What follows belongs to an exercise in optimizing a design on an open flow for small area, a short achievable clock period and few clock cycles per item; a production flow would make more cautious choices. No run shown here included a check of the RTL's function; only the layout flow was run. No activity file was given, so power comes from the tool's default toggle rates.

==> flow/design.v, too long to show whole: its modules and the start of the top module <==
// module classifierTop: 1319 lines
// module csaFA: 10 lines
// module csaHA: 9 lines
module classifierTop (
    input  wire                   i_clk100,
    input  wire                   i_rstN,
    input  wire cnnPkg::camBus_t  i_cam,
    input  wire                   i_start,
    input  wire                   i_cfgWr,
    input  wire [4-1:0] i_cfgAddr,
    input  wire [15:0]            i_cfgData,
    output logic                  o_busy,
    output logic                  o_done,
    output cnnPkg::score_t        o_score,
    output logic                  o_led
);
  // ...
==> flow/flow/run.sh <==
#!/bin/bash
set -euo pipefail
bash standard.sh SETUP_SLACK_MARGIN=6.7 "BUFFER_PORTS_ARGS=-buffer_cell sky130_fd_sc_hd__buf_2" finish > standard.log 2>&1
==> flow/standard.sh <==
#!/bin/bash
# synth_recipe.tcl (not shown) runs the flow's synth.tcl, then flattens the netlist and writes it again
# the make line also repeats each setting of config.mk as NAME=value (left out here)
make -C /OpenROAD-flow-scripts/flow DESIGN_CONFIG=/design/flow/config.mk WORK_HOME=/design/flow/orfs CLKGATE_MAP_FILE= SYNTH_SCRIPT=/design/flow/synth_recipe.tcl "${@:-finish}"
==> flow/config.mk <==
export PLATFORM = sky130hd
export DESIGN_NAME = classifierTop
export DESIGN_NICKNAME = classifierTop
export VERILOG_FILES = /design/flow/design.v
export SDC_FILE = /design/flow/constraint.sdc
export NUM_CORES = 4
export LEC_CHECK = 0
export CAP_MARGIN = 20
export CORE_MARGIN = 2
export CORE_UTILIZATION = 40
export CTS_CLUSTER_DIAMETER = 100
export CTS_CLUSTER_SIZE = 24
export SLEW_MARGIN = 20
export SYNTH_HIERARCHICAL = 1
==> flow/constraint.sdc <==
create_clock -name core_clock -period 10.0 [get_ports {i_clk100}]
set_input_delay 2.0000 -clock core_clock [delete_from_list [all_inputs] [get_ports {i_clk100}]]
set_output_delay 2.0000 -clock core_clock [all_outputs]
set_load 0.01 [all_outputs]
==> impl_metrics.yaml, run 1 <==
yosys:
  synthMuxAreaShare: 0.0102
  yosys.area_share.simple: 0.149
  synthFlopType: "edfxtp_1"
  synth_edf_count: 340
  yosys.area.top_type: "edfxtp_1"
  synth-seq-cells: 543
  synth_fa_ha_area_frac: 0.246
power_and_ir_drop:
  power_mw: 10.6
  switching_share: 0.405
  power_switching_mw: 4.29
critical_path:
  worst_ep_arrival_time_ps: 3520
  critPathCaptureType: "flop"
  worstReg2RegEnd: "aR[44]"
  crit_path_start: "i_cfgAddr[3]"
  cp.required_ps: 10260
routing:
  drt-total-wl_um: 66900
  vias: 17600
  top_layer: "met5"
  drtPass1Iterations: 5
sta:
  finalSetupViolations: 0
  finalHoldViolCount: 0
  max_slew_margin: 0.320
  final-max-slew-violation-count: 0
outcome:
  status: "timing/DRC/antenna clean"
cts:
  cts_hold_buf: 0
  post_cts_buffers: 20
die:
  dieWidth_um: 273
  boundaryPins: 69
finish:
  clk_share: 0.0294
  fin_area_um2: 31900
  multi_input_area_um2: 14000
  largest_reg_flops: 152
  seq_area_um2: 14500
global_route:
  antenna_found_initial: 1
hold_path:
  whs_path_depth: 0
job:
  maxCapViolations: 0
==> run 2, diff against run 1 <==
--- a/flow/design.v
+++ b/flow/design.v
@@ -36,31 +36,42 @@
     output logic                  o_busy,
     output logic                  o_done,
     output cnnPkg::score_t        o_score,
     output logic                  o_led
 );
     logic [7:0]  kern [9];
     logic [7:0]  fcW  [4];
     logic [15:0] bias;
+    logic        cfgWrQ;
+    logic [3:0]  cfgAddrQ;
+    logic [15:0] cfgDataQ;
+    always_ff @(posedge i_clk100 or negedge i_rstN) begin
+        if (!i_rstN) cfgWrQ <= 1'b0;
+        else         cfgWrQ <= i_cfgWr;
+    end
+    always_ff @(posedge i_clk100) begin
+        cfgAddrQ <= i_cfgAddr;
+        cfgDataQ <= i_cfgData;
+    end
     logic [13:0] cfgSet;
     always_ff @(posedge i_clk100 or negedge i_rstN) begin
         if (!i_rstN)
             cfgSet <= '0;
-        else if (i_cfgWr)
+        else if (cfgWrQ)
             for (int r = 0; r < 14; r++)
-                if (i_cfgAddr == 4'(r)) cfgSet[r] <= 1'b1;
+                if (cfgAddrQ == 4'(r)) cfgSet[r] <= 1'b1;
     end
     always_ff @(posedge i_clk100) begin
-        if (i_cfgWr) begin
+        if (cfgWrQ) begin
             for (int t = 0; t < 9; t++)
-                if (i_cfgAddr == 4'(t)) kern[t] <= i_cfgData[7:0];
+                if (cfgAddrQ == 4'(t)) kern[t] <= cfgDataQ[7:0];
             for (int w = 0; w < 4; w++)
-                if (i_cfgAddr == 4'(9 + w)) fcW[w] <= i_cfgData[7:0];
-            if (i_cfgAddr == 4'd13) bias <= i_cfgData;
+                if (cfgAddrQ == 4'(9 + w)) fcW[w] <= cfgDataQ[7:0];
+            if (cfgAddrQ == 4'd13) bias <= cfgDataQ;
         end
     end
     logic [7:0]  fcWv [4];      
     logic [15:0] biasV;
     always_comb begin
         for (int w = 0; w < 4; w++) fcWv[w] = cfgSet[9 + w] ? fcW[w] : 8'd0;
         biasV = cfgSet[13] ? bias : 16'd0;
     end
==> run 2 against run 1 <==
Against the previous run:
- non-clock buffer count is 1 higher
- die area grew 1.5%
- fmax increased by 1.2%
- total power is 3.5% higher
- hold slack better by 12 ps
==> impl_metrics.yaml, run 2 <==
placement:
  dpl_cell_area_um2: 30800
  dpl.hpwl_um: 51300
  place_congestion: 0.907
  dp.cells: 3263
  port-buffer-count: 68
  pre_cts_ws_ps: 4550
yosys:
  synthMuxAreaShare: 0.0108
  ys_seq_area_frac: 0.507
  yosys-top-cells-area: "edfxtp_1 (35%), fa_1 (20%), dfxtp_1 (12%)"
  post_synth.cell_area_avg_um2: 12.7
  synth.top_cells.by_count: "edfxtp_1 (340), nand2_1 (310), fa_1 (294)"
  synthFlopType: "edfxtp_1"
  synth_most_common_cell: "edfxtp_1"
  netlist_area_um2: 29400
  synth_xor_area_frac: 0.0238
  synth-seq-cells: 564
  synth_fa_ha_area_frac: 0.242
  synth_top_area_frac: 0.347
  yosys_warnings: 11
  synth_edf_count: 340
  yosys.area_share.simple: 0.146
  async_flop_share: 0.0745
  synth_top_family_by_area: "adder cells"
  synth.net_count: 2736
  synth_compound_area_frac: 0.0463
  synth_cells: 2309
  yosys.area.top_type: "edfxtp_1"
  ys_types: 76
critical_path:
  critPathMostFrequentCell: "fa_1"
  r2r_slack_ps: 6770
  cp_cell_sequence: "and3_1 -> fa_1 -> fa_1 -> fa_1 -> fa_1"
  reg2reg_depth: 5
  critPathCaptureType: "flop"
  crit_fanout: 10
  crit_slowest_cell: "edfxtp_1"
  cp-start-kind: "flop"
  worstReg2RegEnd: "aR[55]"
  cp.required_ps: 10460
  r2r-start: "lb[0][3]"
  worst_ep_arrival_time_ps: 3680
  cpPeakStageDelay_ps: 650
  worst-setup-path-type: "reg -> reg"
global_route:
  antenna_found_initial: 1
  grtUsageTotal: 0.185
  grt_overflow: 0
  grt_pass1_wl_um: 107000
  grt_max_degree: 54
  grt_pass1_vias: 18300
power_and_ir_drop:
  peakVddDrop_mv: 0.160
  power.density_nw_per_um2: 339
  p_leak_nw: 13.7
  power_mw: 11.0
cts:
  root_buffer: "clkbuf_16"
  cts_sinks: 564
  clockBufferDepth: 3
  cts_made_buffers: 28
  cts_hold_buf: 0
  cts_max_level: 1
  cts_tree: "done"
  path_clk_slew_ps: 90
  clock_latency_ps: 620
routing:
  drt-total-wl_um: 70600
  drc_errors: 0
  post_drt_wl_per_cell_um: 21.0
  drtPass1Iterations: 5
  vias: 17800
  ant_nets: 0
  vias_per_cell: 5.32
  drt_iter0_markers: 1552
die:
  boundaryPins: 69
  design.core.area_um2: 72800
  dieArea_um2: 75700
  dieWidth_um: 275
  die_y_um: 275
  initial_utilization: 0.404
  std_cell_rows: 99
sta:
  finalHoldViolCount: 0
  min_period_ps: 3230
  finalSetupViolations: 0
  whs_ps: 334
  grt_setup_unrepaired: "true"
  worst_slack_ps: 6770
  fin_tns_setup_ps: 0
  final-max-slew-violation-count: 0
  max_freq_ghz: 0.310
  max_slew_margin: 0.300
  finalClockSkew_ps: 30.1
  tightestPinTransition_ps: 1050
  post-route-period-util: 0.323
hold_path:
  hold_end: "cs0[0]"
  hold_start: "aR[0]"
  whs_path_depth: 0
  hold_class: "reg -> reg"
finish:
  fin_util: 0.444
  area_growth_pct: 10.0
  final_common_cell: "edfxtp_1"
  final_cell_mix: "edfxtp_1 (340), nand2_1 (309), fa_1 (293)"
  largest_reg_flops: 152
  largest-register: "lb"
  fin_area_um2: 32400
  drive_above_1_share: 0.0973
  antenna_cells: 0
  finalNetCount: 2801
  final_cells: 3354
  reg.largest.list: "lb: 152 flops, kern: 72 flops, aR: 65 flops"
outcome:
  status: "timing/DRC/antenna clean"
job:
  maxCapViolations: 0
-- run 2: per-layer routing --
layer / wire length, µm / track usage
met2: 34200 / 0.308
met1: 30400 / 0.255
met3: 3500 / 0.0191
met4: 2440 / 0.0612
met5: 0 / 0
-- run 2: area by class of cell --
class | count | area (µm²)
Multi-Input combinational cell | 1568 | 14000
Clock buffer | 47 | 793
Sequential cell | 564 | 14900
Timing Repair Buffer | 123 | 1020
Tap cell | 959 | 1200
Clock inverter | 4 | 57.6
Fill cell | 6648 | 40500
Inverter | 89 | 337
-- run 2: cells by family after synthesis --
| kind of cell | after synthesis |
|---|---|
| adders and majority gates | 393 |
| other | 1 |
| buffers and inverters | 178 |
| xor gates and xnor gates | 80 |
| muxes | 31 |
| and+or+nand+nor | 859 |
| AOI/OAI and AO/OA | 203 |
| DFF | 564 |
-- run 2: Yosys stat by module (local to each module, per instance) --
module / times used / cell area [µm²]
csaHA: 14 / 12.5
classifierTop: 1 / 23600
csaFA: 281 / 20.0
-- run 2: worst max path at each step --
stage | start | to | cells after the start
after floorplan | i_cam[8] | lb[0][0] | 4
after global placement | i_cam[8] | lb[16][6] | 8
after detailed placement | i_cam[8] | lb[18][7] | 9
after CTS | tCRight | fv[13] | 15
after global routing | tCRight | fv[13] | 15
final | lb[0][3] | aR[55] | 5
-- run 2: what timing repair did --
action                                  CTS  global route
pin swaps                                 8            17
cloned                                    5             1
endpoints found under the setup margin  270            84
gates resized for setup                  30            26
buffers inserted                         18            16
-- run 2: critical path: cells and delay by family, from the launching register on --
family | cells | cell delay (ps)
fa+ha+maj | 4 | 2100
flops | 1 | 650
simple gates | 1 | 310
-- run 2: report_power, final --
group          total [mW]  leakage [nW]  internal (mW)  switching (mW)
Combinational        5.69          8.15           2.52            3.18
Clock                1.30         0.404          0.556           0.745
Sequential           3.98          5.16           3.39           0.590
Total                11.0          13.7           6.46            4.51
==> run 3, diff against run 2 <==
==> flow/flow/run.sh (replaced) <==
#!/bin/bash
set -euo pipefail
bash standard.sh SETUP_SLACK_MARGIN=6.5 "BUFFER_PORTS_ARGS=-buffer_cell sky130_fd_sc_hd__buf_2" finish > standard.log 2>&1
==> run 3 against run 2 <==
Against the previous run:
- highest routed layer is now met5
- largest cell class unchanged
- still clean
- sequential share of layout area rose by 0.74 points
- register-to-register slack got worse by 210 ps
- clock power barely moved
==> impl_metrics.yaml, run 3 <==
finish:
  area_growth_pct: 8.27
  fin_area_um2: 31900
  drive_above_1_share: 0.0798
  final_cell_mix: "edfxtp_1 (340), nand2_1 (309), fa_1 (294)"
  final_common_cell: "edfxtp_1"
  reg.largest.list: "lb: 152 flops, kern: 72 flops, aR: 65 flops"
  finalNetCount: 2774
  antenna_cells: 0
  largest-register: "lb"
  largest_reg_flops: 152
cts:
  clock_latency_ps: 630
  cts_tree: "done"
  cts_max_level: 1
  cts_hold_buf: 0
  cts_sinks: 564
  cts_made_buffers: 28
  path_clk_slew_ps: 100
  clockBufferDepth: 3
  root_buffer: "clkbuf_16"
yosys:
  synth.top_cells.by_count: "edfxtp_1 (340), nand2_1 (310), fa_1 (294)"
  synth.net_count: 2736
  ys_seq_area_frac: 0.507
  yosys-top-cells-area: "edfxtp_1 (35%), fa_1 (20%), dfxtp_1 (12%)"
  synth_edf_count: 340
  post_synth.cell_area_avg_um2: 12.7
  synthFlopType: "edfxtp_1"
  ys_types: 76
  synth_top_area_frac: 0.347
  yosys_warnings: 11
  synth_cells: 2309
  yosys.area.top_type: "edfxtp_1"
  synth_most_common_cell: "edfxtp_1"
  async_flop_share: 0.0745
  synth-seq-cells: 564
  netlist_area_um2: 29400
critical_path:
  worst-setup-path-type: "reg -> reg"
  cp-start-kind: "flop"
  reg2reg_depth: 5
  crit_fanout: 32
  cp.required_ps: 10440
  critPathMostFrequentCell: "fa_1"
  worst_ep_arrival_time_ps: 3880
  cp_cell_sequence: "nand3_1 -> fa_1 -> fa_1 -> fa_1 -> fa_1"
  critPathCaptureType: "flop"
  crit_slowest_cell: "edfxtp_1"
  cpPeakStageDelay_ps: 870
die:
  std_cell_rows: 99
  die_y_um: 275
  initial_utilization: 0.404
  dieWidth_um: 275
  design.core.area_um2: 72800
  boundaryPins: 69
  dieArea_um2: 75700
placement:
  dpl.hpwl_um: 50900
  pre_cts_ws_ps: 5490
  port-buffer-count: 68
  dpl_cell_area_um2: 30800
  place_congestion: 0.910
sta:
  finalHoldViolCount: 0
  whs_ps: 334
  tightestPinTransition_ps: 1000
  worst_slack_ps: 6560
  post-route-period-util: 0.344
  min_period_ps: 3440
  max_freq_ghz: 0.291
  final-max-slew-violation-count: 0
  max_slew_margin: 0.329
  finalSetupViolations: 0
  fin_tns_setup_ps: 0
  finalClockSkew_ps: 51.7
  grt_setup_unrepaired: "true"
routing:
  vias_per_cell: 5.27
  post_drt_wl_per_cell_um: 20.8
  ant_nets: 0
  drt-total-wl_um: 69300
  drt_iter0_markers: 1359
  drtPass1Iterations: 7
  drc_errors: 0
  vias: 17500
global_route:
  antenna_found_initial: 1
  grtUsageTotal: 0.180
  grt_max_degree: 175
  grt_pass1_wl_um: 105000
  grt_pass1_vias: 17900
  grt_overflow: 0
hold_path:
  hold_class: "reg -> reg"
  whs_path_depth: 0
job:
  maxCapViolations: 0
power_and_ir_drop:
  p_leak_nw: 13.5
  power.density_nw_per_um2: 338
  peakVddDrop_mv: 0.245
outcome:
  status: "timing/DRC/antenna clean"
## run 3: per-module statistics from Yosys, one instance, submodules excluded
module / cells / flip-flops and latches
csaFA: 1 / 0
csaHA: 1 / 0
classifierTop: 2014 / 564
## run 3: power breakdown
| part | leakage, nW | switching, mW | internal, mW |
|---|---|---|---|
| Clock | 0.401 | 0.748 | 0.548 |
| Sequential | 5.16 | 0.638 | 3.39 |
| Combinational | 7.92 | 3.07 | 2.38 |
| Total | 13.5 | 4.46 | 6.32 |
## run 3: per-stage QoR
stage                     std cells  total power [mW]  utilization
after floorplan                2309              7.60            -
after global placement         3260              9.27        0.422
after detailed placement       3260              9.45        0.422
after CTS                      3315              10.8        0.435
after global routing           3326              11.7        0.437
final                          3326              10.8        0.437
## run 3: worst paths after layout
kind / to / slack (ps) / startpoint
worst max-delay path: aR[55] / 6560 / mUse[5]
worst min-delay path: cs0[1] / 330 / aR[1]
worst max register to register: aR[55] / 6560 / mUse[5]
worst min register to register: cs0[1] / 330 / aR[1]
max in group asynchronous: busy / 8150 / i_rstN
min in group asynchronous: sIdx[1] / 1360 / i_rstN
## run 3: critical path, delay by kind of cell, from the launching register on
kind / cells / cell delay [ps]
AND/OR/NAND/NOR: 1 / 220
adder cells (fa/ha/maj): 4 / 2150
flip-flops: 1 / 870
## run 3: repair_timing
item / in CTS / in global routing
pin swaps: 4 / 2
gates resized for setup: 16 / 11
gates cloned: 1 / 2
setup endpoints to repair: 180 / 185
setup buffers: 4 / 9
## run 3: cells by family after synthesis
logic type	after synthesis	synth area share
flip-flops	564	0.507
buffers and inverters	178	0.0239
other	1	0.000127
AND/OR/NAND/NOR	859	0.146
XOR/XNOR	80	0.0238
multiplexers	31	0.0108
AO/OA/AOI/OAI	203	0.0463
adder cells (fa/ha/maj)	393	0.242
## run 3: area by class of cell
class | instances | area [µm²]
fillers | 6746 | 41000
flip-flops and latches | 564 | 14900
multi-input cells | 1568 | 13900
well taps | 959 | 1200
clock buffers | 47 | 783
repair buffers | 96 | 638
inverters | 89 | 337
clock inverters | 3 | 57.6
## run 3: metal layers
metal | GRT usage | vias to the layer above | part of all wire
li1 | - | 8023 | -
met1 | 0.245 | 8896 | 0.43
met2 | 0.295 | 505 | 0.48
met3 | 0.0278 | 118 | 0.055
met4 | 0.0606 | 2 | 0.039
met5 | 0 | - | 0.00019

[separate check: timing with driven ports]
The flow's constraints put no driver on any port. The routed layouts listed below were extracted and timed again, unchanged, in two steps.
Step 1 assumes that a clkbuf_16 drives the clock port and a buf_2 every other input.
Step 2 also shifts input and output timing later by t, the mid clock arrival at the registers, as if the neighbouring blocks saw the same clock.
Three values: ideal ports, drivers, drivers and shift; two values: the first two.
run | shift t [ns] | setup WS [ns] | latest minus earliest clock arrival (ns) | worst data-port slew with drivers (ns) | pins driven straight from the clock port
run 1 | 0.674 | 6.734 / 6.751 / 6.100 | 0.048 / 0.048 | 0.07 | 1
run 2 | 0.666 | 6.772 / 6.743 / 6.151 | 0.034 / 0.034 | 0.04 | 1
run 3 | 0.664 | 6.562 / 6.562 / 6.064 | 0.056 / 0.055 | 0.04 | 1
After both steps setup and hold are still met in every run listed. The setup slack of run 1, which loses most, moves by +0.017 ns with the drivers and by -0.634 ns with both steps.
